From an optimization exercise on the open Yosys and OpenROAD flow, aimed at small area, a short achievable clock period and few clock cycles; shortcuts taken in it are not production practice.
No functional check of the RTL was part of any run shown here.
Power and IR drop assume default switching activity.

### design/flow/config.mk
export PLATFORM = sky130hd
export DESIGN_NAME = euclidean_distance_unit
export DESIGN_NICKNAME = euclidean_distance_unit
export VERILOG_FILES = /design/flow/design.v
export SDC_FILE = /design/flow/constraint.sdc
export NUM_CORES = 4
export LEC_CHECK = 0
export CAP_MARGIN = 20
export CORE_MARGIN = 2
export CORE_UTILIZATION = 60
export CTS_BUF_LIST = sky130_fd_sc_hd__clkbuf_8
export CTS_CLUSTER_DIAMETER = 60
export CTS_CLUSTER_SIZE = 20
export PLACE_DENSITY = 0.75
export SETUP_SLACK_MARGIN = 4.7
export SLEW_MARGIN = 20
### design/flow/constraint.sdc
create_clock -name core_clock -period 8.0 [get_ports {clk}]
set_input_delay 1.6000 -clock core_clock [delete_from_list [all_inputs] [get_ports {clk}]]
set_output_delay 1.6000 -clock core_clock [all_outputs]
set_load 0.01 [all_outputs]
### design/flow/design.v
package edu_pkg;
    localparam int ELEM_W      = 16;             
    localparam int SQ_W        = 2 * ELEM_W;     
    localparam int ACC_W       = 46;             
    localparam int LO_W        = SQ_W;           
    localparam int HI_W        = ACC_W - LO_W;   
    localparam int ROOT_W      = ACC_W / 2;      
    localparam int REM_W       = ROOT_W + 1;     
    localparam int TDATA_IN_W  = 2 * ELEM_W;
    localparam int TDATA_OUT_W = ((ROOT_W + 7) / 8) * 8;
endpackage
module edu_sq_tree
(
    input  logic [16:0] d,
    output logic [33:0] row_s,
    output logic [33:0] row_c
);
    logic [15:0] u;
    logic        n;
    assign u = d[15:0];
    assign n = d[16];
    logic t1, t2, t3, t4, t5, t6, t7, t8, t9, t10, t11, t12, t13, t14, t15, t16, t17, t18, t19, t20, t21, t22, t23, t24, t25, t26, t27, t28, t29, t30, t31, t32, t33, t34, t35, t36, t37, t38, t39, t40, t41, t42, t43, t44, t45, t46, t47, t48, t49, t50, t51, t52, t53, t54, t55, t56, t57, t58, t59, t60, t61, t62, t63, t64, t65, t66, t67, t68, t69, t70, t71, t72, t73, t74, t75, t76, t77, t78, t79, t80, t81, t82, t83, t84, t85, t86, t87, t88, t89, t90, t91, t92, t93, t94, t95, t96, t97, t98, t99, t100, t101, t102, t103, t104, t105, t106, t107, t108, t109, t110, t111, t112, t113, t114, t115, t116, t117, t118, t119, t120, t121, t122, t123, t124, t125, t126, t127, t128, t129, t130, t131, t132, t133, t134, t135, t136, t137, t138, t139, t140, t141, t142, t143, t144, t145, t146, t147, t148, t149, t150, t151, t152, t153, t154, t155, t156, t157, t158, t159, t160, t161, t162, t163, t164, t165, t166, t167, t168, t169, t170, t171, t172, t173, t174, t175, t176, t177, t178, t179, t180, t181, t182, t183, t184, t185, t186, t187, t188, t189, t190, t191, t192, t193, t194, t195, t196, t197, t198, t199, t200, t201, t202, t203, t204, t205, t206, t207, t208, t209, t210;
    assign t1 = (u[0] & u[11]) ^ (u[1] & u[10]);
    assign t2 = (u[0] & u[11]) & (u[1] & u[10]);
    assign t3 = (u[0] & u[12]) ^ (u[1] & u[11]);
    assign t4 = (u[0] & u[12]) & (u[1] & u[11]);
    assign t5 = (u[0] & u[13]) ^ (u[1] & u[12]) ^ (u[2] & u[11]);
    assign t6 = ((u[0] & u[13]) & (u[1] & u[12])) | ((u[0] & u[13]) & (u[2] & u[11])) | ((u[1] & u[12]) & (u[2] & u[11]));
    assign t7 = (u[3] & u[10]) ^ (u[4] & u[9]);
    assign t8 = (u[3] & u[10]) & (u[4] & u[9]);
    assign t9 = (u[0] & u[14]) ^ (u[1] & u[13]) ^ (u[2] & u[12]);
    assign t10 = ((u[0] & u[14]) & (u[1] & u[13])) | ((u[0] & u[14]) & (u[2] & u[12])) | ((u[1] & u[13]) & (u[2] & u[12]));
    assign t11 = (u[3] & u[11]) ^ (u[4] & u[10]);
    assign t12 = (u[3] & u[11]) & (u[4] & u[10]);
    assign t13 = (u[0] & u[15]) ^ (u[1] & u[14]) ^ (u[2] & u[13]);
    assign t14 = ((u[0] & u[15]) & (u[1] & u[14])) | ((u[0] & u[15]) & (u[2] & u[13])) | ((u[1] & u[14]) & (u[2] & u[13]));
    assign t15 = (u[3] & u[12]) ^ (u[4] & u[11]) ^ (u[5] & u[10]);
    assign t16 = ((u[3] & u[12]) & (u[4] & u[11])) | ((u[3] & u[12]) & (u[5] & u[10])) | ((u[4] & u[11]) & (u[5] & u[10]));
    assign t17 = (u[6] & u[9]) ^ (u[7] & u[8]);
    assign t18 = (u[6] & u[9]) & (u[7] & u[8]);
    assign t19 = (u[1] & u[15]) ^ (u[2] & u[14]) ^ (u[3] & u[13]);
    assign t20 = ((u[1] & u[15]) & (u[2] & u[14])) | ((u[1] & u[15]) & (u[3] & u[13])) | ((u[2] & u[14]) & (u[3] & u[13]));
    assign t21 = (u[4] & u[12]) ^ (u[5] & u[11]) ^ (u[6] & u[10]);
    assign t22 = ((u[4] & u[12]) & (u[5] & u[11])) | ((u[4] & u[12]) & (u[6] & u[10])) | ((u[5] & u[11]) & (u[6] & u[10]));
    assign t23 = (u[7] & u[9]) ^ ~(n & u[0]) ^ 1'b1;
    assign t24 = ((u[7] & u[9]) & ~(n & u[0])) | ((u[7] & u[9]) & 1'b1) | (~(n & u[0]) & 1'b1);
    assign t25 = (u[2] & u[15]) ^ (u[3] & u[14]) ^ (u[4] & u[13]);
    assign t26 = ((u[2] & u[15]) & (u[3] & u[14])) | ((u[2] & u[15]) & (u[4] & u[13])) | ((u[3] & u[14]) & (u[4] & u[13]));
    assign t27 = (u[5] & u[12]) ^ (u[6] & u[11]) ^ (u[7] & u[10]);
    assign t28 = ((u[5] & u[12]) & (u[6] & u[11])) | ((u[5] & u[12]) & (u[7] & u[10])) | ((u[6] & u[11]) & (u[7] & u[10]));
    assign t29 = (u[8] & u[9]) ^ u[9] ^ ~(n & u[1]);
    assign t30 = ((u[8] & u[9]) & u[9]) | ((u[8] & u[9]) & ~(n & u[1])) | (u[9] & ~(n & u[1]));
    assign t31 = (u[3] & u[15]) ^ (u[4] & u[14]) ^ (u[5] & u[13]);
    assign t32 = ((u[3] & u[15]) & (u[4] & u[14])) | ((u[3] & u[15]) & (u[5] & u[13])) | ((u[4] & u[14]) & (u[5] & u[13]));
    assign t33 = (u[6] & u[12]) ^ (u[7] & u[11]) ^ (u[8] & u[10]);
    assign t34 = ((u[6] & u[12]) & (u[7] & u[11])) | ((u[6] & u[12]) & (u[8] & u[10])) | ((u[7] & u[11]) & (u[8] & u[10]));
    assign t35 = (u[4] & u[15]) ^ (u[5] & u[14]) ^ (u[6] & u[13]);
    assign t36 = ((u[4] & u[15]) & (u[5] & u[14])) | ((u[4] & u[15]) & (u[6] & u[13])) | ((u[5] & u[14]) & (u[6] & u[13]));
    assign t37 = (u[7] & u[12]) ^ (u[8] & u[11]) ^ (u[9] & u[10]);
    assign t38 = ((u[7] & u[12]) & (u[8] & u[11])) | ((u[7] & u[12]) & (u[9] & u[10])) | ((u[8] & u[11]) & (u[9] & u[10]));
    assign t39 = (u[5] & u[15]) ^ (u[6] & u[14]) ^ (u[7] & u[13]);
    assign t40 = ((u[5] & u[15]) & (u[6] & u[14])) | ((u[5] & u[15]) & (u[7] & u[13])) | ((u[6] & u[14]) & (u[7] & u[13]));
    assign t41 = (u[6] & u[15]) ^ (u[7] & u[14]) ^ (u[8] & u[13]);
    assign t42 = ((u[6] & u[15]) & (u[7] & u[14])) | ((u[6] & u[15]) & (u[8] & u[13])) | ((u[7] & u[14]) & (u[8] & u[13]));
    assign t43 = (u[0] & u[7]) ^ (u[1] & u[6]);
    assign t44 = (u[0] & u[7]) & (u[1] & u[6]);
    assign t45 = (u[0] & u[8]) ^ (u[1] & u[7]);
    assign t46 = (u[0] & u[8]) & (u[1] & u[7]);
    assign t47 = (u[0] & u[9]) ^ (u[1] & u[8]) ^ (u[2] & u[7]);
    assign t48 = ((u[0] & u[9]) & (u[1] & u[8])) | ((u[0] & u[9]) & (u[2] & u[7])) | ((u[1] & u[8]) & (u[2] & u[7]));
    assign t49 = (u[3] & u[6]) ^ (u[4] & u[5]);
    assign t50 = (u[3] & u[6]) & (u[4] & u[5]);
    assign t51 = (u[0] & u[10]) ^ (u[1] & u[9]) ^ (u[2] & u[8]);
    assign t52 = ((u[0] & u[10]) & (u[1] & u[9])) | ((u[0] & u[10]) & (u[2] & u[8])) | ((u[1] & u[9]) & (u[2] & u[8]));
    assign t53 = (u[3] & u[7]) ^ (u[4] & u[6]);
    assign t54 = (u[3] & u[7]) & (u[4] & u[6]);
    assign t55 = (u[2] & u[9]) ^ (u[3] & u[8]) ^ (u[4] & u[7]);
    assign t56 = ((u[2] & u[9]) & (u[3] & u[8])) | ((u[2] & u[9]) & (u[4] & u[7])) | ((u[3] & u[8]) & (u[4] & u[7]));
    assign t57 = (u[5] & u[6]) ^ u[6] ^ t1;
    assign t58 = ((u[5] & u[6]) & u[6]) | ((u[5] & u[6]) & t1) | (u[6] & t1);
    assign t59 = (u[2] & u[10]) ^ (u[3] & u[9]) ^ (u[4] & u[8]);
    assign t60 = ((u[2] & u[10]) & (u[3] & u[9])) | ((u[2] & u[10]) & (u[4] & u[8])) | ((u[3] & u[9]) & (u[4] & u[8]));
    assign t61 = (u[5] & u[7]) ^ t3 ^ t2;
    assign t62 = ((u[5] & u[7]) & t3) | ((u[5] & u[7]) & t2) | (t3 & t2);
    assign t63 = (u[5] & u[8]) ^ (u[6] & u[7]) ^ u[7];
    assign t64 = ((u[5] & u[8]) & (u[6] & u[7])) | ((u[5] & u[8]) & u[7]) | ((u[6] & u[7]) & u[7]);
    assign t65 = t5 ^ t7 ^ t4;
    assign t66 = (t5 & t7) | (t5 & t4) | (t7 & t4);
    assign t67 = (u[5] & u[9]) ^ (u[6] & u[8]) ^ t9;
    assign t68 = ((u[5] & u[9]) & (u[6] & u[8])) | ((u[5] & u[9]) & t9) | ((u[6] & u[8]) & t9);
    assign t69 = t11 ^ t6 ^ t8;
    assign t70 = (t11 & t6) | (t11 & t8) | (t6 & t8);
    assign t71 = u[8] ^ t13 ^ t15;
    assign t72 = (u[8] & t13) | (u[8] & t15) | (t13 & t15);
    assign t73 = t17 ^ t10 ^ t12;
    assign t74 = (t17 & t10) | (t17 & t12) | (t10 & t12);
    assign t75 = t19 ^ t21 ^ t23;
    assign t76 = (t19 & t21) | (t19 & t23) | (t21 & t23);
    assign t77 = t14 ^ t16 ^ t18;
    assign t78 = (t14 & t16) | (t14 & t18) | (t16 & t18);
    assign t79 = t25 ^ t27 ^ t29;
    assign t80 = (t25 & t27) | (t25 & t29) | (t27 & t29);
    assign t81 = t20 ^ t22 ^ t24;
    assign t82 = (t20 & t22) | (t20 & t24) | (t22 & t24);
    assign t83 = ~(n & u[2]) ^ t31 ^ t33;
    assign t84 = (~(n & u[2]) & t31) | (~(n & u[2]) & t33) | (t31 & t33);
    assign t85 = t26 ^ t28 ^ t30;
    assign t86 = (t26 & t28) | (t26 & t30) | (t28 & t30);
    assign t87 = u[10] ^ ~(n & u[3]) ^ t35;
    assign t88 = (u[10] & ~(n & u[3])) | (u[10] & t35) | (~(n & u[3]) & t35);
    assign t89 = t37 ^ t32 ^ t34;
    assign t90 = (t37 & t32) | (t37 & t34) | (t32 & t34);
    assign t91 = (u[8] & u[12]) ^ (u[9] & u[11]) ^ ~(n & u[4]);
    assign t92 = ((u[8] & u[12]) & (u[9] & u[11])) | ((u[8] & u[12]) & ~(n & u[4])) | ((u[9] & u[11]) & ~(n & u[4]));
    assign t93 = t39 ^ t36 ^ t38;
    assign t94 = (t39 & t36) | (t39 & t38) | (t36 & t38);
    assign t95 = (u[9] & u[12]) ^ (u[10] & u[11]) ^ u[11];
    assign t96 = ((u[9] & u[12]) & (u[10] & u[11])) | ((u[9] & u[12]) & u[11]) | ((u[10] & u[11]) & u[11]);
    assign t97 = ~(n & u[5]) ^ t41 ^ t40;
    assign t98 = (~(n & u[5]) & t41) | (~(n & u[5]) & t40) | (t41 & t40);
    assign t99 = (u[7] & u[15]) ^ (u[8] & u[14]) ^ (u[9] & u[13]);
    assign t100 = ((u[7] & u[15]) & (u[8] & u[14])) | ((u[7] & u[15]) & (u[9] & u[13])) | ((u[8] & u[14]) & (u[9] & u[13]));
    assign t101 = (u[10] & u[12]) ^ ~(n & u[6]) ^ t42;
    assign t102 = ((u[10] & u[12]) & ~(n & u[6])) | ((u[10] & u[12]) & t42) | (~(n & u[6]) & t42);
    assign t103 = (u[8] & u[15]) ^ (u[9] & u[14]) ^ (u[10] & u[13]);
    assign t104 = ((u[8] & u[15]) & (u[9] & u[14])) | ((u[8] & u[15]) & (u[10] & u[13])) | ((u[9] & u[14]) & (u[10] & u[13]));
    assign t105 = (u[11] & u[12]) ^ u[12] ^ ~(n & u[7]);
    assign t106 = ((u[11] & u[12]) & u[12]) | ((u[11] & u[12]) & ~(n & u[7])) | (u[12] & ~(n & u[7]));
    assign t107 = (u[9] & u[15]) ^ (u[10] & u[14]) ^ (u[11] & u[13]);
    assign t108 = ((u[9] & u[15]) & (u[10] & u[14])) | ((u[9] & u[15]) & (u[11] & u[13])) | ((u[10] & u[14]) & (u[11] & u[13]));
    assign t109 = (u[10] & u[15]) ^ (u[11] & u[14]) ^ (u[12] & u[13]);
    assign t110 = ((u[10] & u[15]) & (u[11] & u[14])) | ((u[10] & u[15]) & (u[12] & u[13])) | ((u[11] & u[14]) & (u[12] & u[13]));
    assign t111 = (u[0] & u[5]) ^ (u[1] & u[4]);
    assign t112 = (u[0] & u[5]) & (u[1] & u[4]);
    assign t113 = (u[0] & u[6]) ^ (u[1] & u[5]);
    assign t114 = (u[0] & u[6]) & (u[1] & u[5]);
    assign t115 = (u[2] & u[5]) ^ (u[3] & u[4]) ^ u[4];
    assign t116 = ((u[2] & u[5]) & (u[3] & u[4])) | ((u[2] & u[5]) & u[4]) | ((u[3] & u[4]) & u[4]);
    assign t117 = (u[2] & u[6]) ^ (u[3] & u[5]) ^ t45;
    assign t118 = ((u[2] & u[6]) & (u[3] & u[5])) | ((u[2] & u[6]) & t45) | ((u[3] & u[5]) & t45);
    assign t119 = u[5] ^ t47 ^ t49;
    assign t120 = (u[5] & t47) | (u[5] & t49) | (t47 & t49);
    assign t121 = t51 ^ t53 ^ t48;
    assign t122 = (t51 & t53) | (t51 & t48) | (t53 & t48);
    assign t123 = t55 ^ t57 ^ t52;
    assign t124 = (t55 & t57) | (t55 & t52) | (t57 & t52);
    assign t125 = t59 ^ t61 ^ t56;
    assign t126 = (t59 & t61) | (t59 & t56) | (t61 & t56);
    assign t127 = t63 ^ t65 ^ t60;
    assign t128 = (t63 & t65) | (t63 & t60) | (t65 & t60);
    assign t129 = t67 ^ t69 ^ t64;
    assign t130 = (t67 & t69) | (t67 & t64) | (t69 & t64);
    assign t131 = t71 ^ t73 ^ t68;
    assign t132 = (t71 & t73) | (t71 & t68) | (t73 & t68);
    assign t133 = t75 ^ t77 ^ t72;
    assign t134 = (t75 & t77) | (t75 & t72) | (t77 & t72);
    assign t135 = t79 ^ t81 ^ t76;
    assign t136 = (t79 & t81) | (t79 & t76) | (t81 & t76);
    assign t137 = t83 ^ t85 ^ t80;
    assign t138 = (t83 & t85) | (t83 & t80) | (t85 & t80);
    assign t139 = t87 ^ t89 ^ t84;
    assign t140 = (t87 & t89) | (t87 & t84) | (t89 & t84);
    assign t141 = t91 ^ t93 ^ t88;
    assign t142 = (t91 & t93) | (t91 & t88) | (t93 & t88);
    assign t143 = t95 ^ t97 ^ t92;
    assign t144 = (t95 & t97) | (t95 & t92) | (t97 & t92);
    assign t145 = t99 ^ t101 ^ t96;
    assign t146 = (t99 & t101) | (t99 & t96) | (t101 & t96);
    assign t147 = t103 ^ t105 ^ t100;
    assign t148 = (t103 & t105) | (t103 & t100) | (t105 & t100);
    assign t149 = ~(n & u[8]) ^ t107 ^ t104;
    assign t150 = (~(n & u[8]) & t107) | (~(n & u[8]) & t104) | (t107 & t104);
    assign t151 = u[13] ^ ~(n & u[9]) ^ t109;
    assign t152 = (u[13] & ~(n & u[9])) | (u[13] & t109) | (~(n & u[9]) & t109);
    assign t153 = (u[11] & u[15]) ^ (u[12] & u[14]) ^ ~(n & u[10]);
    assign t154 = ((u[11] & u[15]) & (u[12] & u[14])) | ((u[11] & u[15]) & ~(n & u[10])) | ((u[12] & u[14]) & ~(n & u[10]));
    assign t155 = (u[12] & u[15]) ^ (u[13] & u[14]) ^ u[14];
    assign t156 = ((u[12] & u[15]) & (u[13] & u[14])) | ((u[12] & u[15]) & u[14]) | ((u[13] & u[14]) & u[14]);
    assign t157 = (u[0] & u[3]) ^ (u[1] & u[2]);
    assign t158 = (u[0] & u[3]) & (u[1] & u[2]);
    assign t159 = (u[0] & u[4]) ^ (u[1] & u[3]);
    assign t160 = (u[0] & u[4]) & (u[1] & u[3]);
    assign t161 = (u[2] & u[3]) ^ u[3] ^ t111;
    assign t162 = ((u[2] & u[3]) & u[3]) | ((u[2] & u[3]) & t111) | (u[3] & t111);
    assign t163 = (u[2] & u[4]) ^ t113 ^ t112;
    assign t164 = ((u[2] & u[4]) & t113) | ((u[2] & u[4]) & t112) | (t113 & t112);
    assign t165 = t43 ^ t115 ^ t114;
    assign t166 = (t43 & t115) | (t43 & t114) | (t115 & t114);
    assign t167 = t44 ^ t117 ^ t116;
    assign t168 = (t44 & t117) | (t44 & t116) | (t117 & t116);
    assign t169 = t46 ^ t119 ^ t118;
    assign t170 = (t46 & t119) | (t46 & t118) | (t119 & t118);
    assign t171 = t50 ^ t121 ^ t120;
    assign t172 = (t50 & t121) | (t50 & t120) | (t121 & t120);
    assign t173 = t54 ^ t123 ^ t122;
    assign t174 = (t54 & t123) | (t54 & t122) | (t123 & t122);
    assign t175 = t58 ^ t125 ^ t124;
    assign t176 = (t58 & t125) | (t58 & t124) | (t125 & t124);
    assign t177 = t62 ^ t127 ^ t126;
    assign t178 = (t62 & t127) | (t62 & t126) | (t127 & t126);
    assign t179 = t66 ^ t129 ^ t128;
    assign t180 = (t66 & t129) | (t66 & t128) | (t129 & t128);
    assign t181 = t70 ^ t131 ^ t130;
    assign t182 = (t70 & t131) | (t70 & t130) | (t131 & t130);
    assign t183 = t74 ^ t133 ^ t132;
    assign t184 = (t74 & t133) | (t74 & t132) | (t133 & t132);
    assign t185 = t78 ^ t135 ^ t134;
    assign t186 = (t78 & t135) | (t78 & t134) | (t135 & t134);
    assign t187 = t82 ^ t137 ^ t136;
    assign t188 = (t82 & t137) | (t82 & t136) | (t137 & t136);
    assign t189 = t86 ^ t139 ^ t138;
    assign t190 = (t86 & t139) | (t86 & t138) | (t139 & t138);
    assign t191 = t90 ^ t141 ^ t140;
    assign t192 = (t90 & t141) | (t90 & t140) | (t141 & t140);
    assign t193 = t94 ^ t143 ^ t142;
    assign t194 = (t94 & t143) | (t94 & t142) | (t143 & t142);
    assign t195 = t98 ^ t145 ^ t144;
    assign t196 = (t98 & t145) | (t98 & t144) | (t145 & t144);
    assign t197 = t102 ^ t147 ^ t146;
    assign t198 = (t102 & t147) | (t102 & t146) | (t147 & t146);
    assign t199 = t106 ^ t149 ^ t148;
    assign t200 = (t106 & t149) | (t106 & t148) | (t149 & t148);
    assign t201 = t108 ^ t151 ^ t150;
    assign t202 = (t108 & t151) | (t108 & t150) | (t151 & t150);
    assign t203 = t110 ^ t153 ^ t152;
    assign t204 = (t110 & t153) | (t110 & t152) | (t153 & t152);
    assign t205 = ~(n & u[11]) ^ t155 ^ t154;
    assign t206 = (~(n & u[11]) & t155) | (~(n & u[11]) & t154) | (t155 & t154);
    assign t207 = (u[13] & u[15]) ^ ~(n & u[12]) ^ t156;
    assign t208 = ((u[13] & u[15]) & ~(n & u[12])) | ((u[13] & u[15]) & t156) | (~(n & u[12]) & t156);
    assign t209 = (u[14] & u[15]) ^ u[15] ^ ~(n & u[13]);
    assign t210 = ((u[14] & u[15]) & u[15]) | ((u[14] & u[15]) & ~(n & u[13])) | (u[15] & ~(n & u[13]));
    assign row_s = {1'b1, ~(n & u[15]), ~(n & u[14]), t209, t207, t205, t203, t201, t199, t197, t195, t193, t191, t189, t187, t185, t183, t181, t179, t177, t175, t173, t171, t169, t167, t165, t163, t161, t159, u[2], (u[0] & u[2]), (u[0] & u[1]), 1'b0, u[0]};
    assign row_c = {1'b0, n, t210, t208, t206, t204, t202, t200, t198, t196, t194, t192, t190, t188, t186, t184, t182, t180, t178, t176, t174, t172, t170, t168, t166, t164, t162, t160, t158, t157, 1'b0, u[1], 1'b0, 1'b0};
endmodule
module edu_root_top
(
    input  logic [7:0] x,
    output logic [3:0] root,
    output logic [4:0] rem
);
    always_comb
    begin
        case (x)
            8'd0: begin root = 4'd0; rem = 5'd0; end
            8'd1: begin root = 4'd1; rem = 5'd0; end
            8'd2: begin root = 4'd1; rem = 5'd1; end
            8'd3: begin root = 4'd1; rem = 5'd2; end
            8'd4: begin root = 4'd2; rem = 5'd0; end
            8'd5: begin root = 4'd2; rem = 5'd1; end
            8'd6: begin root = 4'd2; rem = 5'd2; end
            8'd7: begin root = 4'd2; rem = 5'd3; end
            8'd8: begin root = 4'd2; rem = 5'd4; end
            8'd9: begin root = 4'd3; rem = 5'd0; end
            8'd10: begin root = 4'd3; rem = 5'd1; end
            8'd11: begin root = 4'd3; rem = 5'd2; end
            8'd12: begin root = 4'd3; rem = 5'd3; end
            8'd13: begin root = 4'd3; rem = 5'd4; end
            8'd14: begin root = 4'd3; rem = 5'd5; end
            8'd15: begin root = 4'd3; rem = 5'd6; end
            8'd16: begin root = 4'd4; rem = 5'd0; end
            8'd17: begin root = 4'd4; rem = 5'd1; end
            8'd18: begin root = 4'd4; rem = 5'd2; end
            8'd19: begin root = 4'd4; rem = 5'd3; end
            8'd20: begin root = 4'd4; rem = 5'd4; end
            8'd21: begin root = 4'd4; rem = 5'd5; end
            8'd22: begin root = 4'd4; rem = 5'd6; end
            8'd23: begin root = 4'd4; rem = 5'd7; end
            8'd24: begin root = 4'd4; rem = 5'd8; end
            8'd25: begin root = 4'd5; rem = 5'd0; end
            8'd26: begin root = 4'd5; rem = 5'd1; end
            8'd27: begin root = 4'd5; rem = 5'd2; end
            8'd28: begin root = 4'd5; rem = 5'd3; end
            8'd29: begin root = 4'd5; rem = 5'd4; end
            8'd30: begin root = 4'd5; rem = 5'd5; end
            8'd31: begin root = 4'd5; rem = 5'd6; end
            8'd32: begin root = 4'd5; rem = 5'd7; end
            8'd33: begin root = 4'd5; rem = 5'd8; end
            8'd34: begin root = 4'd5; rem = 5'd9; end
            8'd35: begin root = 4'd5; rem = 5'd10; end
            8'd36: begin root = 4'd6; rem = 5'd0; end
            8'd37: begin root = 4'd6; rem = 5'd1; end
            8'd38: begin root = 4'd6; rem = 5'd2; end
            8'd39: begin root = 4'd6; rem = 5'd3; end
            8'd40: begin root = 4'd6; rem = 5'd4; end
            8'd41: begin root = 4'd6; rem = 5'd5; end
            8'd42: begin root = 4'd6; rem = 5'd6; end
            8'd43: begin root = 4'd6; rem = 5'd7; end
            8'd44: begin root = 4'd6; rem = 5'd8; end
            8'd45: begin root = 4'd6; rem = 5'd9; end
            8'd46: begin root = 4'd6; rem = 5'd10; end
            8'd47: begin root = 4'd6; rem = 5'd11; end
            8'd48: begin root = 4'd6; rem = 5'd12; end
            8'd49: begin root = 4'd7; rem = 5'd0; end
            8'd50: begin root = 4'd7; rem = 5'd1; end
            8'd51: begin root = 4'd7; rem = 5'd2; end
            8'd52: begin root = 4'd7; rem = 5'd3; end
            8'd53: begin root = 4'd7; rem = 5'd4; end
            8'd54: begin root = 4'd7; rem = 5'd5; end
            8'd55: begin root = 4'd7; rem = 5'd6; end
            8'd56: begin root = 4'd7; rem = 5'd7; end
            8'd57: begin root = 4'd7; rem = 5'd8; end
            8'd58: begin root = 4'd7; rem = 5'd9; end
            8'd59: begin root = 4'd7; rem = 5'd10; end
            8'd60: begin root = 4'd7; rem = 5'd11; end
            8'd61: begin root = 4'd7; rem = 5'd12; end
            8'd62: begin root = 4'd7; rem = 5'd13; end
            8'd63: begin root = 4'd7; rem = 5'd14; end
            8'd64: begin root = 4'd8; rem = 5'd0; end
            8'd65: begin root = 4'd8; rem = 5'd1; end
            8'd66: begin root = 4'd8; rem = 5'd2; end
            8'd67: begin root = 4'd8; rem = 5'd3; end
            8'd68: begin root = 4'd8; rem = 5'd4; end
            8'd69: begin root = 4'd8; rem = 5'd5; end
            8'd70: begin root = 4'd8; rem = 5'd6; end
            8'd71: begin root = 4'd8; rem = 5'd7; end
            8'd72: begin root = 4'd8; rem = 5'd8; end
            8'd73: begin root = 4'd8; rem = 5'd9; end
            8'd74: begin root = 4'd8; rem = 5'd10; end
            8'd75: begin root = 4'd8; rem = 5'd11; end
            8'd76: begin root = 4'd8; rem = 5'd12; end
            8'd77: begin root = 4'd8; rem = 5'd13; end
            8'd78: begin root = 4'd8; rem = 5'd14; end
            8'd79: begin root = 4'd8; rem = 5'd15; end
            8'd80: begin root = 4'd8; rem = 5'd16; end
            8'd81: begin root = 4'd9; rem = 5'd0; end
            8'd82: begin root = 4'd9; rem = 5'd1; end
            8'd83: begin root = 4'd9; rem = 5'd2; end
            8'd84: begin root = 4'd9; rem = 5'd3; end
            8'd85: begin root = 4'd9; rem = 5'd4; end
            8'd86: begin root = 4'd9; rem = 5'd5; end
            8'd87: begin root = 4'd9; rem = 5'd6; end
            8'd88: begin root = 4'd9; rem = 5'd7; end
            8'd89: begin root = 4'd9; rem = 5'd8; end
            8'd90: begin root = 4'd9; rem = 5'd9; end
            8'd91: begin root = 4'd9; rem = 5'd10; end
            8'd92: begin root = 4'd9; rem = 5'd11; end
            8'd93: begin root = 4'd9; rem = 5'd12; end
            8'd94: begin root = 4'd9; rem = 5'd13; end
            8'd95: begin root = 4'd9; rem = 5'd14; end
            8'd96: begin root = 4'd9; rem = 5'd15; end
            8'd97: begin root = 4'd9; rem = 5'd16; end
            8'd98: begin root = 4'd9; rem = 5'd17; end
            8'd99: begin root = 4'd9; rem = 5'd18; end
            8'd100: begin root = 4'd10; rem = 5'd0; end
            8'd101: begin root = 4'd10; rem = 5'd1; end
            8'd102: begin root = 4'd10; rem = 5'd2; end
            8'd103: begin root = 4'd10; rem = 5'd3; end
            8'd104: begin root = 4'd10; rem = 5'd4; end
            8'd105: begin root = 4'd10; rem = 5'd5; end
            8'd106: begin root = 4'd10; rem = 5'd6; end
            8'd107: begin root = 4'd10; rem = 5'd7; end
            8'd108: begin root = 4'd10; rem = 5'd8; end
            8'd109: begin root = 4'd10; rem = 5'd9; end
            8'd110: begin root = 4'd10; rem = 5'd10; end
            8'd111: begin root = 4'd10; rem = 5'd11; end
            8'd112: begin root = 4'd10; rem = 5'd12; end
            8'd113: begin root = 4'd10; rem = 5'd13; end
            8'd114: begin root = 4'd10; rem = 5'd14; end
            8'd115: begin root = 4'd10; rem = 5'd15; end
            8'd116: begin root = 4'd10; rem = 5'd16; end
            8'd117: begin root = 4'd10; rem = 5'd17; end
            8'd118: begin root = 4'd10; rem = 5'd18; end
            8'd119: begin root = 4'd10; rem = 5'd19; end
            8'd120: begin root = 4'd10; rem = 5'd20; end
            8'd121: begin root = 4'd11; rem = 5'd0; end
            8'd122: begin root = 4'd11; rem = 5'd1; end
            8'd123: begin root = 4'd11; rem = 5'd2; end
            8'd124: begin root = 4'd11; rem = 5'd3; end
            8'd125: begin root = 4'd11; rem = 5'd4; end
            8'd126: begin root = 4'd11; rem = 5'd5; end
            8'd127: begin root = 4'd11; rem = 5'd6; end
            8'd128: begin root = 4'd11; rem = 5'd7; end
            8'd129: begin root = 4'd11; rem = 5'd8; end
            8'd130: begin root = 4'd11; rem = 5'd9; end
            8'd131: begin root = 4'd11; rem = 5'd10; end
            8'd132: begin root = 4'd11; rem = 5'd11; end
            8'd133: begin root = 4'd11; rem = 5'd12; end
            8'd134: begin root = 4'd11; rem = 5'd13; end
            8'd135: begin root = 4'd11; rem = 5'd14; end
            8'd136: begin root = 4'd11; rem = 5'd15; end
            8'd137: begin root = 4'd11; rem = 5'd16; end
            8'd138: begin root = 4'd11; rem = 5'd17; end
            8'd139: begin root = 4'd11; rem = 5'd18; end
            8'd140: begin root = 4'd11; rem = 5'd19; end
            8'd141: begin root = 4'd11; rem = 5'd20; end
            8'd142: begin root = 4'd11; rem = 5'd21; end
            8'd143: begin root = 4'd11; rem = 5'd22; end
            8'd144: begin root = 4'd12; rem = 5'd0; end
            8'd145: begin root = 4'd12; rem = 5'd1; end
            8'd146: begin root = 4'd12; rem = 5'd2; end
            8'd147: begin root = 4'd12; rem = 5'd3; end
            8'd148: begin root = 4'd12; rem = 5'd4; end
            8'd149: begin root = 4'd12; rem = 5'd5; end
            8'd150: begin root = 4'd12; rem = 5'd6; end
            8'd151: begin root = 4'd12; rem = 5'd7; end
            8'd152: begin root = 4'd12; rem = 5'd8; end
            8'd153: begin root = 4'd12; rem = 5'd9; end
            8'd154: begin root = 4'd12; rem = 5'd10; end
            8'd155: begin root = 4'd12; rem = 5'd11; end
            8'd156: begin root = 4'd12; rem = 5'd12; end
            8'd157: begin root = 4'd12; rem = 5'd13; end
            8'd158: begin root = 4'd12; rem = 5'd14; end
            8'd159: begin root = 4'd12; rem = 5'd15; end
            8'd160: begin root = 4'd12; rem = 5'd16; end
            8'd161: begin root = 4'd12; rem = 5'd17; end
            8'd162: begin root = 4'd12; rem = 5'd18; end
            8'd163: begin root = 4'd12; rem = 5'd19; end
            8'd164: begin root = 4'd12; rem = 5'd20; end
            8'd165: begin root = 4'd12; rem = 5'd21; end
            8'd166: begin root = 4'd12; rem = 5'd22; end
            8'd167: begin root = 4'd12; rem = 5'd23; end
            8'd168: begin root = 4'd12; rem = 5'd24; end
            8'd169: begin root = 4'd13; rem = 5'd0; end
            8'd170: begin root = 4'd13; rem = 5'd1; end
            8'd171: begin root = 4'd13; rem = 5'd2; end
            8'd172: begin root = 4'd13; rem = 5'd3; end
            8'd173: begin root = 4'd13; rem = 5'd4; end
            8'd174: begin root = 4'd13; rem = 5'd5; end
            8'd175: begin root = 4'd13; rem = 5'd6; end
            8'd176: begin root = 4'd13; rem = 5'd7; end
            8'd177: begin root = 4'd13; rem = 5'd8; end
            8'd178: begin root = 4'd13; rem = 5'd9; end
            8'd179: begin root = 4'd13; rem = 5'd10; end
            8'd180: begin root = 4'd13; rem = 5'd11; end
            8'd181: begin root = 4'd13; rem = 5'd12; end
            8'd182: begin root = 4'd13; rem = 5'd13; end
            8'd183: begin root = 4'd13; rem = 5'd14; end
            8'd184: begin root = 4'd13; rem = 5'd15; end
            8'd185: begin root = 4'd13; rem = 5'd16; end
            8'd186: begin root = 4'd13; rem = 5'd17; end
            8'd187: begin root = 4'd13; rem = 5'd18; end
            8'd188: begin root = 4'd13; rem = 5'd19; end
            8'd189: begin root = 4'd13; rem = 5'd20; end
            8'd190: begin root = 4'd13; rem = 5'd21; end
            8'd191: begin root = 4'd13; rem = 5'd22; end
            8'd192: begin root = 4'd13; rem = 5'd23; end
            8'd193: begin root = 4'd13; rem = 5'd24; end
            8'd194: begin root = 4'd13; rem = 5'd25; end
            8'd195: begin root = 4'd13; rem = 5'd26; end
            8'd196: begin root = 4'd14; rem = 5'd0; end
            8'd197: begin root = 4'd14; rem = 5'd1; end
            8'd198: begin root = 4'd14; rem = 5'd2; end
            8'd199: begin root = 4'd14; rem = 5'd3; end
            8'd200: begin root = 4'd14; rem = 5'd4; end
            8'd201: begin root = 4'd14; rem = 5'd5; end
            8'd202: begin root = 4'd14; rem = 5'd6; end
            8'd203: begin root = 4'd14; rem = 5'd7; end
            8'd204: begin root = 4'd14; rem = 5'd8; end
            8'd205: begin root = 4'd14; rem = 5'd9; end
            8'd206: begin root = 4'd14; rem = 5'd10; end
            8'd207: begin root = 4'd14; rem = 5'd11; end
            8'd208: begin root = 4'd14; rem = 5'd12; end
            8'd209: begin root = 4'd14; rem = 5'd13; end
            8'd210: begin root = 4'd14; rem = 5'd14; end
            8'd211: begin root = 4'd14; rem = 5'd15; end
            8'd212: begin root = 4'd14; rem = 5'd16; end
            8'd213: begin root = 4'd14; rem = 5'd17; end
            8'd214: begin root = 4'd14; rem = 5'd18; end
            8'd215: begin root = 4'd14; rem = 5'd19; end
            8'd216: begin root = 4'd14; rem = 5'd20; end
            8'd217: begin root = 4'd14; rem = 5'd21; end
            8'd218: begin root = 4'd14; rem = 5'd22; end
            8'd219: begin root = 4'd14; rem = 5'd23; end
            8'd220: begin root = 4'd14; rem = 5'd24; end
            8'd221: begin root = 4'd14; rem = 5'd25; end
            8'd222: begin root = 4'd14; rem = 5'd26; end
            8'd223: begin root = 4'd14; rem = 5'd27; end
            8'd224: begin root = 4'd14; rem = 5'd28; end
            8'd225: begin root = 4'd15; rem = 5'd0; end
            8'd226: begin root = 4'd15; rem = 5'd1; end
            8'd227: begin root = 4'd15; rem = 5'd2; end
            8'd228: begin root = 4'd15; rem = 5'd3; end
            8'd229: begin root = 4'd15; rem = 5'd4; end
            8'd230: begin root = 4'd15; rem = 5'd5; end
            8'd231: begin root = 4'd15; rem = 5'd6; end
            8'd232: begin root = 4'd15; rem = 5'd7; end
            8'd233: begin root = 4'd15; rem = 5'd8; end
            8'd234: begin root = 4'd15; rem = 5'd9; end
            8'd235: begin root = 4'd15; rem = 5'd10; end
            8'd236: begin root = 4'd15; rem = 5'd11; end
            8'd237: begin root = 4'd15; rem = 5'd12; end
            8'd238: begin root = 4'd15; rem = 5'd13; end
            8'd239: begin root = 4'd15; rem = 5'd14; end
            8'd240: begin root = 4'd15; rem = 5'd15; end
            8'd241: begin root = 4'd15; rem = 5'd16; end
            8'd242: begin root = 4'd15; rem = 5'd17; end
            8'd243: begin root = 4'd15; rem = 5'd18; end
            8'd244: begin root = 4'd15; rem = 5'd19; end
            8'd245: begin root = 4'd15; rem = 5'd20; end
            8'd246: begin root = 4'd15; rem = 5'd21; end
            8'd247: begin root = 4'd15; rem = 5'd22; end
            8'd248: begin root = 4'd15; rem = 5'd23; end
            8'd249: begin root = 4'd15; rem = 5'd24; end
            8'd250: begin root = 4'd15; rem = 5'd25; end
            8'd251: begin root = 4'd15; rem = 5'd26; end
            8'd252: begin root = 4'd15; rem = 5'd27; end
            8'd253: begin root = 4'd15; rem = 5'd28; end
            8'd254: begin root = 4'd15; rem = 5'd29; end
            8'd255: begin root = 4'd15; rem = 5'd30; end
            default: begin root = '0; rem = '0; end
        endcase
    end
endmodule
module euclidean_distance_unit
(
    input  logic                              clk,
    input  logic                              rst_n,
    input  logic                              s_axis_tvalid,
    output logic                              s_axis_tready,
    input  logic [edu_pkg::TDATA_IN_W-1:0]    s_axis_tdata,
    input  logic                              s_axis_tlast,
    output logic                              m_axis_tvalid,
    input  logic                              m_axis_tready,
    output logic [edu_pkg::TDATA_OUT_W-1:0]   m_axis_tdata,
    output logic                              m_axis_tuser
);
    localparam int EW    = edu_pkg::ELEM_W;
    localparam int AW    = edu_pkg::ACC_W;
    localparam int LW    = edu_pkg::LO_W;
    localparam int HW    = edu_pkg::HI_W;
    localparam int RW    = edu_pkg::ROOT_W;
    localparam int MW    = edu_pkg::REM_W;
    localparam int FB    = 4;                    
    localparam int BW    = AW - 2 * FB;          
    localparam int RADW  = BW;                   
    localparam int STEPS = RW - FB;              
    localparam int TW    = LW + 2;               
    logic              rdy_reg;
    logic              accept;
    logic [EW:0]       diff;
    logic [EW:0]       da_reg;
    logic              va_reg, lasta_reg;
    assign accept = s_axis_tvalid && rdy_reg;
    assign diff   = {s_axis_tdata[EW-1], s_axis_tdata[EW-1:0]}
                  - {s_axis_tdata[2*EW-1], s_axis_tdata[2*EW-1:EW]};
    always_ff @(posedge clk)
    begin
        da_reg    <= accept ? diff : '0;
        lasta_reg <= s_axis_tlast;
    end
    logic [TW-1:0]     row_s, row_c;
    logic [TW-1:0]     rsb_reg, rcb_reg;
    logic              vb_reg, lastb_reg;
    edu_sq_tree u_sq
    (
        .d     (da_reg),
        .row_s (row_s),
        .row_c (row_c)
    );
    always_ff @(posedge clk)
    begin
        rsb_reg   <= row_s;
        rcb_reg   <= row_c;
        lastb_reg <= lasta_reg;
    end
    logic [LW-1:0]     lo_reg;
    logic [HW-1:0]     hi_reg;
    logic              cy_reg, ovf_reg;
    logic              first_reg;    
    logic              clr_reg;      
    logic              full_reg;     
    logic [TW-1:0]     base, cs_s, cs_c, lo_sum;
    logic [HW:0]       hi_inc;
    logic              load;
    assign base   = clr_reg ? '0 : TW'(lo_reg);
    assign cs_s   = base ^ rsb_reg ^ rcb_reg;
    assign cs_c   = {(base[TW-2:0] & rsb_reg[TW-2:0])
                   | (base[TW-2:0] & rcb_reg[TW-2:0])
                   | (rsb_reg[TW-2:0] & rcb_reg[TW-2:0]), 1'b0};
    assign lo_sum = cs_s + cs_c;
    always_comb
    begin
        for (int i = 0; i < HW; i++)
            hi_inc[i] = hi_reg[i] ^ (cy_reg && ((hi_reg & HW'((1 << i) - 1)) == HW'((1 << i) - 1)));
        hi_inc[HW] = cy_reg && (&hi_reg);
    end
    always_ff @(posedge clk)
        clr_reg <= va_reg && (vb_reg ? lastb_reg : first_reg);
    always_ff @(posedge clk)
    begin
        lo_reg  <= lo_sum[LW-1:0];
        cy_reg  <= lo_sum[LW];
        hi_reg  <= clr_reg ? '0 : hi_inc[HW-1:0];
        ovf_reg <= clr_reg ? 1'b0 : (ovf_reg || hi_inc[HW]);
    end
    logic              busy_reg, valid_reg, sat_reg;
    logic [4:0]        cnt_reg;
    logic [RADW-1:0]   rad_reg;
    logic [MW:0]       rem_reg;      
    logic [RW-1:0]     root_reg;
    logic              free, finish;
    logic              bufv_reg, bsat_reg, move;
    logic [BW-1:0]     bsum_reg;
    logic [FB-1:0]     broot_reg;
    logic [FB:0]       brem_reg;
    logic [AW-1:0]     sum_c;        
    logic              sat_c;
    logic [FB-1:0]     root_t;
    logic [FB:0]       rem_t;
    assign sum_c = {hi_inc[HW-1:0], lo_reg};
    assign sat_c = ovf_reg || hi_inc[HW];
    edu_root_top u_top
    (
        .x    (sum_c[AW-1 -: 2*FB]),
        .root (root_t),
        .rem  (rem_t)
    );
    assign move = full_reg && (!bufv_reg || load);
    always_ff @(posedge clk)
    begin
        if (move)
        begin
            bsum_reg  <= sum_c[BW-1:0];
            broot_reg <= root_t | {FB{sat_c}};
            brem_reg  <= rem_t;
            bsat_reg  <= sat_c;
        end
    end
    logic [MW:0]       rem_n, step_op;
    logic [RW-1:0]     root_n;
    assign step_op = rem_reg[MW] ? {root_reg, 2'b11} : {~root_reg, 2'b11};
    assign rem_n   = {rem_reg[MW-2:0], rad_reg[RADW-1 -: 2]} + step_op;
    assign root_n  = {root_reg[RW-2:0], !rem_n[MW] || sat_reg};
    assign free   = (!busy_reg && !valid_reg) || (valid_reg && m_axis_tready);
    assign load   = bufv_reg && free;
    assign finish = busy_reg && (cnt_reg == '0);
    always_ff @(posedge clk)
    begin
        if (load)
        begin
            rad_reg  <= bsum_reg[RADW-1:0];
            rem_reg  <= (MW+1)'(brem_reg);
            root_reg <= RW'(broot_reg);
            sat_reg  <= bsat_reg;
        end
        else
        begin
            rad_reg  <= {rad_reg[RADW-3:0], 2'b00};
            rem_reg  <= rem_n;
            if (busy_reg)
                root_reg <= root_n;
        end
    end
    always_ff @(posedge clk)
        cnt_reg <= load ? 5'(STEPS - 1) : cnt_reg - 1'b1;
    logic       rdy_next;
    logic [1:0] pend_reg;    
    logic [1:0] pend_next;
    function automatic logic [2:0] ctrl_next(input logic mr, input logic lt);
        logic       ld, idle, rdy;
        logic [1:0] pend;
        ld   = bufv_reg && ((!busy_reg && !valid_reg) || (valid_reg && mr));
        pend = pend_reg + 2'(lt) - 2'(ld);
        idle = !ld && !busy_reg && !(valid_reg && !mr);
        rdy  = (pend <= 2'd1) || ((pend == 2'd2) && idle);
        ctrl_next = {pend, rdy};
    endfunction
    always_comb
    begin
        logic [2:0] c00, c01, c10, c11;
        c00 = ctrl_next(1'b0, 1'b0);
        c01 = ctrl_next(1'b0, 1'b1);
        c10 = ctrl_next(1'b1, 1'b0);
        c11 = ctrl_next(1'b1, 1'b1);
        if (accept && s_axis_tlast)
            {pend_next, rdy_next} = m_axis_tready ? c11 : c01;
        else
            {pend_next, rdy_next} = m_axis_tready ? c10 : c00;
    end
    always_ff @(posedge clk or negedge rst_n)
    begin
        if (!rst_n)
        begin
            rdy_reg   <= 1'b0;
            pend_reg  <= '0;
            va_reg    <= 1'b0;
            vb_reg    <= 1'b0;
            first_reg <= 1'b1;
            full_reg  <= 1'b0;
            bufv_reg  <= 1'b0;
            busy_reg  <= 1'b0;
            valid_reg <= 1'b0;
        end
        else
        begin
            rdy_reg   <= rdy_next;
            pend_reg  <= pend_next;
            va_reg    <= accept;
            vb_reg    <= va_reg;
            if (vb_reg)
                first_reg <= lastb_reg;
            full_reg  <= (full_reg && !move) || (vb_reg && lastb_reg);
            bufv_reg  <= (bufv_reg && !load) || move;
            if (load)
                busy_reg <= 1'b1;
            else if (finish)
                busy_reg <= 1'b0;
            if (finish)
                valid_reg <= 1'b1;
            else if (m_axis_tready)
                valid_reg <= 1'b0;
        end
    end
    assign s_axis_tready = rdy_reg;
    assign m_axis_tvalid = valid_reg;
    assign m_axis_tdata  = edu_pkg::TDATA_OUT_W'(root_reg);
    assign m_axis_tuser  = sat_reg;
endmodule
### design/flow/flow/run.sh
#!/bin/bash
# Layout: the standard flow, with the port buffers made as buf_2
# cells instead of the delay buffers buffer_ports picks by itself.
set -euo pipefail
export BUFFER_PORTS_ARGS="-buffer_cell sky130_fd_sc_hd__buf_2"
bash standard.sh > standard.log 2>&1
### design/flow/standard.sh
#!/bin/bash
# synth_recipe.tcl (not shown) runs the flow's synth.tcl, then flattens the netlist and writes it again
# the make line also repeats each setting of config.mk as NAME=value (left out here)
make -C /OpenROAD-flow-scripts/flow DESIGN_CONFIG=/design/flow/config.mk WORK_HOME=/design/flow/orfs CLKGATE_MAP_FILE= SYNTH_SCRIPT=/design/flow/synth_recipe.tcl "${@:-finish}"
==> impl_summary.txt, run 1 <==
----------------------------------------------------
[Outcome]
  Status ... timing/DRC/antenna clean

[Cells and area]
  Count of fill cells added during filler insertion ... ~2300
  Final nets ... 2320
  Layout-stage area growth over the synthesis result ... 11.0%
  Diodes inserted ... 0
  Top library cells by usage in the layout, fill and taps aside ... nand2_1 (259), inv_1 (247), dfxtp_1 (203), nor2_1 (125), fa_1 (110)
  Most common cell after layout, fill and taps aside ... nand2_1
  Share of cells above drive strength 1 ... approximately 12%

[Clocking]
  Clock-pin transition on the worst setup and hold timing paths ... roughly 0.12 ns
  Number of buffers created by CTS ... 24
  Count of clock tree sinks ... 279
  Clock tree buffer depth ... 3
  CTS H-tree lvls ... 1
  CTS tree ... yes
  Clock latency at the later pin of the worst-skew pair ... between 0.5 and 0.6 ns
  Clock root buffer ... clkbuf_8

[Global routing]
  Remaining Overflow, GRT ... 0
  Antenna violations before repair ... 0
  Global Route Usage Sum ... between 20% and 30%
  First-pass GRT wire length ... 61800 µm
  Pin count of the biggest net entering global routing ... 81
  Number of global-route vias before repair ... about 13000

[Synthesis]
  Net count of the mapped netlist ... about 2300
  Dominant synthesized flop cell ... dfxtp_1
  Proportion of register bits with asynchronous set or reset after synthesis ... between 3 and 4%
  Number of enable flip-flop cells after synthesis ... 53
  Yosys Warn Count ... 2
  Post-Syn Area ... 17800 µm²
  Syn Inst Count ... between 2000 and 2500
  Seq/Total Area, Yosys ... 34.7%
  Synthesized area divided by synthesized cell count ... roughly 8.8 µm²
  Synth Register Bits ... 279
  Number of distinct library cells after synthesis ... between 70 and 80

[Min path]
  Hold WC Path Type ... reg2reg

[Critical path]
  Arrival @ worst endpoint ... about 3.7 ns
  Crit path required time ... 8.46 ns
  Setup crit start kind ... input pin
  Worst-case register-to-register setup slack ... 4.77 ns
  Category of the most critical setup path ... in2reg
  Kind of end point of the critical path ... register
  Worst-path cell with the longest stage delay ... fa_2
  Max FO, Critical Path ... 3
  Critical-path cell list ... buf_8 -> inv_8 -> ha_4 -> fa_2 -> nor2b_4 -> o21ai_2 -> a21boi_2 -> o21ai_2 -> a211oi_2 -> nor3_2 -> o31ai_2 -> a21oi_1 -> a31o_1
  Dominant cell type by count on the critical path ... o21ai_2
  Largest stage delay, worst path ... 0.38 ns

[Timing]
  FMAX ... 0.310 GHz
  Worst slew margin relative to its limit ... approximately two fifths
  Tcrit/Tclk final ... around two fifths
  Final setup viols ... 0
  Unrepaired setup endpoints after global routing ... yes
  Final critical-path setup slack ... about 4.8 ns
  Fin. Hold Viols ... 0
  Final-report max-slew violation count ... 0
  Post-route setup TNS ... 0 ns
  Min Clock Period, post-route ... around 3.2 ns
  Transition time of the tightest slew-check pin ... between 0.8 and 0.9 ns
  Worst Skew ... between 0.02 and 0.03 ns

[Route]
  Residual DRC count ... 0
  Routed Antenna Nets ... 0
  Total via count after detailed routing ... between 10000 and 15000
  Total routed wirelength ... between 30000 and 40000 µm
  Wirelength per Cell ... 15.2 µm
  Number of vias per cell ... around 5.5
  DRC violation total after the first TritonRoute iteration ... between 800 and 900
  Number of detailed-routing iterations run before antenna repair ... 5

[Floorplan]
  Initial cell density of the core ... 60.5%
  Count of pins on the block boundary ... 64
  Die width ... ~180 µm
  Number of core rows ... between 60 and 70
  Placeable core area ... between 20000 and 30000 µm²
  DIE HEIGHT ... about 180 µm
  Die outline area ... roughly 31000 µm²

[Place]
  Count of input and output buffers ... 62
  Post-DP HPWL ... 25700 µm
  Post-place setup slack ... approximately 4 ns
  Global placer's final weighted congestion ... 0.897

[Flow run]
  Max-cap check violation count ... 0

[Pwr]
  Leakage power figure ... approximately 9.1 nW
  Total power divided by cell area ... about 400 nW/µm²
  Worst IR Drop VDD ... 0.198 mV

----------------------------------------------------
kinds of logic after synthesis:
kind of cell,after synthesis,synth area share (%)
and+or+nand+nor,671,17.8
AOI/OAI and AO/OA,360,13.0
other,1,0.0211
adders and majority gates,219,20.1
DFF,279,34.7
buffers and inverters,357,7.59
xor gates and xnor gates,111,5.46
muxes,24,1.35
stage by stage:
step	util (%)	instance area, µm²	hold WS [ns]	std cells	power, W
2_1_floorplan	-	17900	0.310	2022	0.00576
3_3_place_gp	62.6	18400	0.314	2390	0.00648
3_5_place_dp	62.6	18400	0.314	2390	0.00665
4_1_cts	65.7	19300	0.343	2445	0.00777
5_1_grt	67.2	19800	0.348	2473	0.00876
6_report	67.2	19800	0.342	2473	0.00800
repair_timing:
action | 4_1_cts | 5_1_grt
pin swaps | 19 | 43
buffers inserted | 11 | 28
hold buffers | 0 | 0
cloned | 1 | 0
setup endpoints to repair | 28 | 19
resized for setup | 45 | 62
power breakdown:
group / switching [W] / internal [W] / total, W / leakage [nW]
Combinational: 0.00256 / 0.00209 / 0.00465 / 6.36
Sequential: 0.000350 / 0.00206 / 0.00241 / 2.41
Clock: 0.000542 / 0.000399 / 0.000941 / 0.305
Total: 0.00345 / 0.00455 / 0.00800 / 9.08
synthesized netlist by cell type (5+ instances only):
library cell	instances	area share (%)
fa_1	112	13
nor2b_1	23	0.81
nor2_1	128	2.7
mux2i_1	24	1.3
clkbuf_1	86	1.8
buf_1	5	0.11
a31oi_1	22	0.77
a211oi_1	9	0.38
a21o_1	24	1.0
nand2b_1	46	1.6
o311ai_1	5	0.25
and2_1	95	3.3
o211ai_1	20	0.84
nand4_1	8	0.28
a22oi_1	5	0.21
o21bai_1	6	0.25
o21a_1	17	0.72
nand3_1	32	0.90
nor3_1	33	0.93
a21oi_1	82	2.3
or3_1	13	0.46
xor2_1	29	1.4
inv_2	10	0.21
o31ai_1	10	0.42
dfrtp_1	9	1.3
ha_1	105	7.4
and3_1	12	0.42
nand2_1	261	5.5
buf_2	5	0.14
edfxtp_1	53	8.9
o22ai_1	10	0.35
inv_1	250	5.3
o21ai_1	32	0.90
nor4_1	5	0.18
dfxtp_1	216	24
o21ai_0	66	1.9
and4_1	6	0.30
xnor2_1	82	4.0
cell type report:
type	count	area (µm²)	share of cell area (%)
well taps	390	488	2.47
multi-input cells	1386	10700	54.2
flip-flops and latches	279	6190	31.3
repair buffers	115	798	4.04
inverters	260	996	5.04
clock inverters	18	228	1.15
clock buffers	25	344	1.74
worst paths after layout:
kind                                  from     endpoint  cells past startpoint
max in group asynchronous            rst_n    first_reg                      1
min in group asynchronous            rst_n  pend_reg[0]                      1
max                        s_axis_tdata[0]   da_reg[16]                     13
min reg2reg                      lasta_reg    lastb_reg                      0
min                              lasta_reg    lastb_reg                      0
max reg2reg                        clr_reg   lo_reg[31]                     14
critical path: cells and delay by family:
family          cells  cell delay [ns]
compound gates      7             1.20
fa+ha+maj           2             0.53
buf+inv             2             0.11
simple gates        2             0.24
routing by layer:
metal  track usage (%)  up-vias  wire length (µm)
li1                  -     6730                 -
met1              30.7     6446             16200
met2              41.6      442             18100
met3              3.34       93              2000
met4              8.02        0              1210
met5                 0        -                 0
==> run 2, diff against run 1 <==
--- a/design/flow/design.v
+++ b/design/flow/design.v
@@ -522,8 +522,7 @@
     localparam int RW    = edu_pkg::ROOT_W;
     localparam int MW    = edu_pkg::REM_W;
     localparam int FB    = 4;                    
-    localparam int BW    = AW - 2 * FB;          
-    localparam int RADW  = BW;                   
+    localparam int RADW  = AW - 2 * FB;          
     localparam int STEPS = RW - FB;              
     localparam int TW    = LW + 2;               
     logic              rdy_reg;
@@ -576,8 +575,6 @@
         hi_inc[HW] = cy_reg && (&hi_reg);
     end
     always_ff @(posedge clk)
-        clr_reg <= va_reg && (vb_reg ? lastb_reg : first_reg);
-    always_ff @(posedge clk)
     begin
         lo_reg  <= lo_sum[LW-1:0];
         cy_reg  <= lo_sum[LW];
@@ -587,17 +584,15 @@
     logic              busy_reg, valid_reg, sat_reg;
     logic [4:0]        cnt_reg;
     logic [RADW-1:0]   rad_reg;
-    logic [MW:0]       rem_reg;      
+    logic [MW-1:0]     rem_reg;
     logic [RW-1:0]     root_reg;
-    logic              free, finish;
-    logic              bufv_reg, bsat_reg, move;
-    logic [BW-1:0]     bsum_reg;
-    logic [FB-1:0]     broot_reg;
-    logic [FB:0]       brem_reg;
     logic [AW-1:0]     sum_c;        
     logic              sat_c;
     logic [FB-1:0]     root_t;
     logic [FB:0]       rem_t;
+    logic              free, finish;
+    logic [MW+1:0]     rs, dd;
+    logic              fit;
     assign sum_c = {hi_inc[HW-1:0], lo_reg};
     assign sat_c = ovf_reg || hi_inc[HW];
     edu_root_top u_top
@@ -606,96 +601,69 @@
         .root (root_t),
         .rem  (rem_t)
     );
-    assign move = full_reg && (!bufv_reg || load);
-    always_ff @(posedge clk)
-    begin
-        if (move)
-        begin
-            bsum_reg  <= sum_c[BW-1:0];
-            broot_reg <= root_t | {FB{sat_c}};
-            brem_reg  <= rem_t;
-            bsat_reg  <= sat_c;
-        end
-    end
-    logic [MW:0]       rem_n, step_op;
-    logic [RW-1:0]     root_n;
-    assign step_op = rem_reg[MW] ? {root_reg, 2'b11} : {~root_reg, 2'b11};
-    assign rem_n   = {rem_reg[MW-2:0], rad_reg[RADW-1 -: 2]} + step_op;
-    assign root_n  = {root_reg[RW-2:0], !rem_n[MW] || sat_reg};
+    assign rs  = {rem_reg, rad_reg[RADW-1 -: 2]};
+    assign dd  = rs - (MW+2)'({root_reg, 2'b01});
+    assign fit = !dd[MW+1] || sat_reg;
     assign free   = (!busy_reg && !valid_reg) || (valid_reg && m_axis_tready);
-    assign load   = bufv_reg && free;
+    assign load   = full_reg && free;
     assign finish = busy_reg && (cnt_reg == '0);
     always_ff @(posedge clk)
     begin
         if (load)
         begin
-            rad_reg  <= bsum_reg[RADW-1:0];
-            rem_reg  <= (MW+1)'(brem_reg);
-            root_reg <= RW'(broot_reg);
-            sat_reg  <= bsat_reg;
+            rad_reg  <= sum_c[RADW-1:0];
+            rem_reg  <= MW'(rem_t);
+            root_reg <= RW'(root_t | {FB{sat_c}});
+            sat_reg  <= sat_c;
         end
         else
         begin
             rad_reg  <= {rad_reg[RADW-3:0], 2'b00};
-            rem_reg  <= rem_n;
+            rem_reg  <= fit ? dd[MW-1:0] : rs[MW-1:0];
             if (busy_reg)
-                root_reg <= root_n;
+                root_reg <= {root_reg[RW-2:0], fit};
         end
     end
-    always_ff @(posedge clk)
-        cnt_reg <= load ? 5'(STEPS - 1) : cnt_reg - 1'b1;
-    logic       rdy_next;
-    logic [1:0] pend_reg;    
-    logic [1:0] pend_next;
-    function automatic logic [2:0] ctrl_next(input logic mr, input logic lt);
-        logic       ld, idle, rdy;
-        logic [1:0] pend;
-        ld   = bufv_reg && ((!busy_reg && !valid_reg) || (valid_reg && mr));
-        pend = pend_reg + 2'(lt) - 2'(ld);
-        idle = !ld && !busy_reg && !(valid_reg && !mr);
-        rdy  = (pend <= 2'd1) || ((pend == 2'd2) && idle);
-        ctrl_next = {pend, rdy};
-    endfunction
-    always_comb
-    begin
-        logic [2:0] c00, c01, c10, c11;
-        c00 = ctrl_next(1'b0, 1'b0);
-        c01 = ctrl_next(1'b0, 1'b1);
-        c10 = ctrl_next(1'b1, 1'b0);
-        c11 = ctrl_next(1'b1, 1'b1);
-        if (accept && s_axis_tlast)
-            {pend_next, rdy_next} = m_axis_tready ? c11 : c01;
-        else
-            {pend_next, rdy_next} = m_axis_tready ? c10 : c00;
-    end
+    logic [2:0] pend;
+    logic       idle_next;
+    assign pend = 3'(full_reg && !load) + 3'(vb_reg && lastb_reg)
+                + 3'(va_reg && lasta_reg) + 3'(accept && s_axis_tlast);
+    assign idle_next = !load && !(busy_reg && !finish)
+                    && !(finish || (valid_reg && !m_axis_tready));
     always_ff @(posedge clk or negedge rst_n)
     begin
         if (!rst_n)
         begin
             rdy_reg   <= 1'b0;
-            pend_reg  <= '0;
             va_reg    <= 1'b0;
             vb_reg    <= 1'b0;
             first_reg <= 1'b1;
+            clr_reg   <= 1'b0;
             full_reg  <= 1'b0;
-            bufv_reg  <= 1'b0;
             busy_reg  <= 1'b0;
             valid_reg <= 1'b0;
+            cnt_reg   <= '0;
         end
         else
         begin
-            rdy_reg   <= rdy_next;
-            pend_reg  <= pend_next;
+            rdy_reg   <= (pend == '0) || ((pend == 3'd1) && idle_next);
             va_reg    <= accept;
             vb_reg    <= va_reg;
             if (vb_reg)
                 first_reg <= lastb_reg;
-            full_reg  <= (full_reg && !move) || (vb_reg && lastb_reg);
-            bufv_reg  <= (bufv_reg && !load) || move;
+            clr_reg   <= va_reg && (vb_reg ? lastb_reg : first_reg);
+            full_reg  <= (full_reg && !load) || (vb_reg && lastb_reg);
             if (load)
+            begin
                 busy_reg <= 1'b1;
-            else if (finish)
-                busy_reg <= 1'b0;
+                cnt_reg  <= 5'(STEPS - 1);
+            end
+            else if (busy_reg)
+            begin
+                cnt_reg  <= cnt_reg - 1'b1;
+                if (finish)
+                    busy_reg <= 1'b0;
+            end
             if (finish)
                 valid_reg <= 1'b1;
             else if (m_axis_tready)
==> design/flow/run.sh (new file) <==
#!/bin/bash
# synth_recipe.tcl (not shown) runs the flow's synth.tcl, then flattens the netlist and writes it again
# the make line also repeats each setting of config.mk as NAME=value (left out here)
make -C /OpenROAD-flow-scripts/flow DESIGN_CONFIG=/design/flow/config.mk WORK_HOME=/design/flow/orfs CLKGATE_MAP_FILE= SYNTH_SCRIPT=/design/flow/synth_recipe.tcl finish
--- a/design/flow/config.mk
+++ b/design/flow/config.mk
@@ -8,9 +8,6 @@
 export CAP_MARGIN = 20
 export CORE_MARGIN = 2
 export CORE_UTILIZATION = 60
-export CTS_BUF_LIST = sky130_fd_sc_hd__clkbuf_8
-export CTS_CLUSTER_DIAMETER = 60
-export CTS_CLUSTER_SIZE = 20
 export PLACE_DENSITY = 0.75
-export SETUP_SLACK_MARGIN = 4.7
+export SETUP_SLACK_MARGIN = 5.0
 export SLEW_MARGIN = 20
removed: design/flow/flow/run.sh
removed: design/flow/standard.sh
==> impl_summary.txt, run 2 <==
----------------------------------------------------
[Critical path]
  Critical-path cell list ... buf_12 -> nand2b_4 -> fa_1 -> inv_2 -> ha_4 -> a21oi_2 -> o21ai_2 -> a221oi_2 -> nor3b_4 -> a21oi_4 -> o41a_1 -> nor2_1 -> a31oi_1 -> xnor2_1 (was buf_8 -> inv_8 -> ha_4 -> fa_2 -> nor2b_4 -> o21ai_2 -> a21boi_2 -> o21ai_2 -> a211oi_2 -> nor3_2 -> o31ai_2 -> a21oi_1 -> a31o_1)
  Setup crit start kind ... register (was input pin)
  Crit path required time ... 8.42 ns (was 8.46 ns)
  Arrival @ worst endpoint ... 3.84 ns (was 3.69 ns)
  Worst-path cell with the longest stage delay ... fa_1 (was fa_2)

[Flow run]
  Max-cap check violation count ... 0 (unchanged)

[Synthesis]
  Area leader, netlist ... dfxtp_1 (unchanged)
  Post-Syn Area ... 16100 µm² (was 17800 µm²)
  Xor/xnor share of the synthesized area ... 4.88% (was 5.46%)
  Proportion of register bits with asynchronous set or reset after synthesis ... 5.70% (was 3.58%)
  Most repeated cell in the gate-level netlist after synthesis ... inv_1 (was nand2_1)
  Dominant synthesized flop cell ... dfxtp_1 (unchanged)
  Complex-gate fraction of the synthesized area ... 13.8% (was 13.0%)
  Seq/Total Area, Yosys ... 30.2% (was 34.7%)
  Yosys Warn Count ... 2 (unchanged)
  Syn Inst Count ... 1874 (was 2022)
  Synthesized area divided by synthesized cell count ... 8.60 µm² (was 8.80 µm²)
  Number of enable flip-flop cells after synthesis ... 24 (was 53)
  Proportion of netlist area held by the largest area contributor ... 23.7% (was 24.3%)
  Top cells by instance count after synthesis ... inv_1 (265), nand2_1 (235), dfxtp_1 (191), nor2_1 (131), fa_1 (113) (was nand2_1 (261), inv_1 (250), dfxtp_1 (216), nor2_1 (128), fa_1 (112))
  Largest family of logic cells by synthesized area ... adder cells (unchanged)
  Net count of the mapped netlist ... 2127 (was 2276)
  Number of distinct library cells after synthesis ... 92 (was 77)
  Mux share of post-synthesis cell area ... 1.41% (was 1.35%)

[Cells and area]
  Top library cells by usage in the layout, fill and taps aside ... inv_1 (244), nand2_1 (229), dfxtp_1 (174), nor2_1 (121), fa_1 (112) (was nand2_1 (259), inv_1 (247), dfxtp_1 (203), nor2_1 (125), fa_1 (110))
  Layout-stage area growth over the synthesis result ... 21.2% (was 11.0%)
  Diodes inserted ... 0 (unchanged)
  Final non-filler cell area ... 19500 µm² (was 19800 µm²)
  Final nets ... 2231 (was 2320)
  Most common cell after layout, fill and taps aside ... inv_1 (was nand2_1)
  Share of cells above drive strength 1 ... 17.4% (was 12.2%)

[Timing]
  Min Clock Period, post-route ... 3.42 ns (was 3.23 ns)
  Worst Skew ... 0.0166 ns (was 0.0299 ns)
  Hold slack ... 0.346 ns (was 0.342 ns)
  Transition time of the tightest slew-check pin ... 0.779 ns (was 0.897 ns)
  FMAX ... 0.292 GHz (was 0.310 GHz)
  Tcrit/Tclk final ... 42.8% (was 40.4%)
  Final setup viols ... 0 (unchanged)
  Final-report max-slew violation count ... 0 (unchanged)
  Fin. Hold Viols ... 0 (unchanged)

[Place]
  Post-DP HPWL ... 25500 µm (was 25700 µm)
  Count of input and output buffers ... 62 (unchanged)
  Post-place setup slack ... 3.76 ns (was 3.99 ns)
  Placement-stage cell area ... 17200 µm² (was 18400 µm²)
  Global placer's final weighted congestion ... 0.947 (was 0.897)

[Floorplan]
  Die width ... 168 µm (was 176 µm)
  Number of core rows ... 59 (was 63)
  Initial cell density of the core ... 61.5% (was 60.5%)
  Placeable core area ... 26200 µm² (was 29400 µm²)
  DIE HEIGHT ... 168 µm (was 176 µm)
  Die outline area ... 28200 µm² (was 31100 µm²)

[Pwr]
  Post-layout total power ... 0.00820 W (was 0.00800 W)
  Leakage power figure ... 8.98 nW (was 9.08 nW)
  Worst IR Drop VDD ... 0.215 mV (was 0.198 mV)
  Total power divided by cell area ... 420 nW/µm² (was 405 nW/µm²)

[Clocking]
  Count of clock tree sinks ... 228 (was 279)
  Clock latency at the later pin of the worst-skew pair ... 0.52 ns (was 0.58 ns)
  Number of buffers created by CTS ... 24 (unchanged)
  Clock tree buffer depth ... 3 (unchanged)
  CTS H-tree lvls ... 1 (unchanged)
  CTS tree ... yes (unchanged)

[Route]
  Total routed wirelength ... 39200 µm (was 37600 µm)
  Routed Antenna Nets ... 0 (unchanged)
  Residual DRC count ... 0 (unchanged)
  Number of vias per cell ... 5.71 (was 5.54)
  Total via count after detailed routing ... 13309 (was 13711)
  Wirelength per Cell ... 16.8 µm (was 15.2 µm)

[Outcome]
  Status ... timing/DRC/antenna clean (unchanged)

[Global routing]
  Global Route Usage Sum ... 27.5% (was 23.9%)
  Remaining Overflow, GRT ... 0 (unchanged)
  Pin count of the biggest net entering global routing ... 80 (was 81)

----------------------------------------------------
run 2: cell count changes after synthesis, sizes merged, moves of 12 or more:
cell	before	now
edfxtp	53	24
o211ai	20	8
dfxtp	216	191
nand2	261	236
xnor2	82	63
clkbuf	86	53
run 2: repair_timing:
item | CTS | global route
setup buffers | 57 | 20
pin swaps | 56 | 40
gates cloned | 2 | 0
endpoints found under the setup margin | 183 | 69
resized for setup | 172 | 132
run 2: layer usage:
layer | GRT usage (%) | share of wire, % | up-vias
li1 | - | - | 6331
met1 | 34.9 | 42 | 6399
met2 | 48.0 | 49 | 472
met3 | 3.50 | 5.9 | 107
met4 | 10.5 | 3.4 | 0
met5 | 0 | 0 | -
run 2: critical path: cells and delay by family (launching register included):
kind	cells	cell delay (ns)
compound gates	6	1.12
fa+ha+maj	2	0.74
simple gates	3	0.56
flops	1	0.45
xor+xnor	1	0.25
buf+inv	2	0.21
run 2: final timing paths:
check,start,to,slack (ns),cells past startpoint
max,clr_reg,cy_reg,4.58,14
min,lasta_reg,lastb_reg,0.35,0
max reg2reg,clr_reg,cy_reg,4.58,14
min reg2reg,lasta_reg,lastb_reg,0.35,0
max in group asynchronous,rst_n,rdy_reg,6.07,1
min in group asynchronous,rst_n,cnt_reg[1],1.48,1
run 2: through the flow:
step,utilization [%],std cells
global route,74.5,2331
global placement,65.7,2208
floorplan,-,1874
detailed placement,65.7,2208
CTS,72.4,2311
finish,74.5,2331
run 2: logic make-up (layout without fill, tap and decap cells):
| family | after synthesis | after routing |
|---|---|---|
| xor gates and xnor gates | 88 | 88 |
| AOI/OAI and AO/OA | 337 | 338 |
| DFF | 228 | 228 |
| and+or+nand+nor | 639 | 639 |
| buffers and inverters | 342 | 463 |
| other | 1 | 1 |
| adders and majority gates | 217 | 217 |
| muxes | 22 | 22 |
run 2: report_power, final:
| group | switching, W | internal [W] |
|---|---|---|
| Clock | 0.000453 | 0.000644 |
| Sequential | 0.000331 | 0.00169 |
| Combinational | 0.00276 | 0.00232 |
run 2: cell type report:
cell class	instances	area, µm²
Timing Repair Buffer	150	1390
Sequential cell	228	4930
Clock inverter	6	67.6
Tap cell	335	419
Inverter	269	1050
Clock buffer	38	713
Multi-Input combinational cell	1305	11000
Fill cell	1841	6680

Setup slack of run 2, layout unchanged: 4.578 ns with ideal ports, 4.578 ns with driving cells assumed (clock clkbuf_16, inputs buf_2), 4.232 ns with port delays also shifted by the 0.562 ns mid clock arrival.
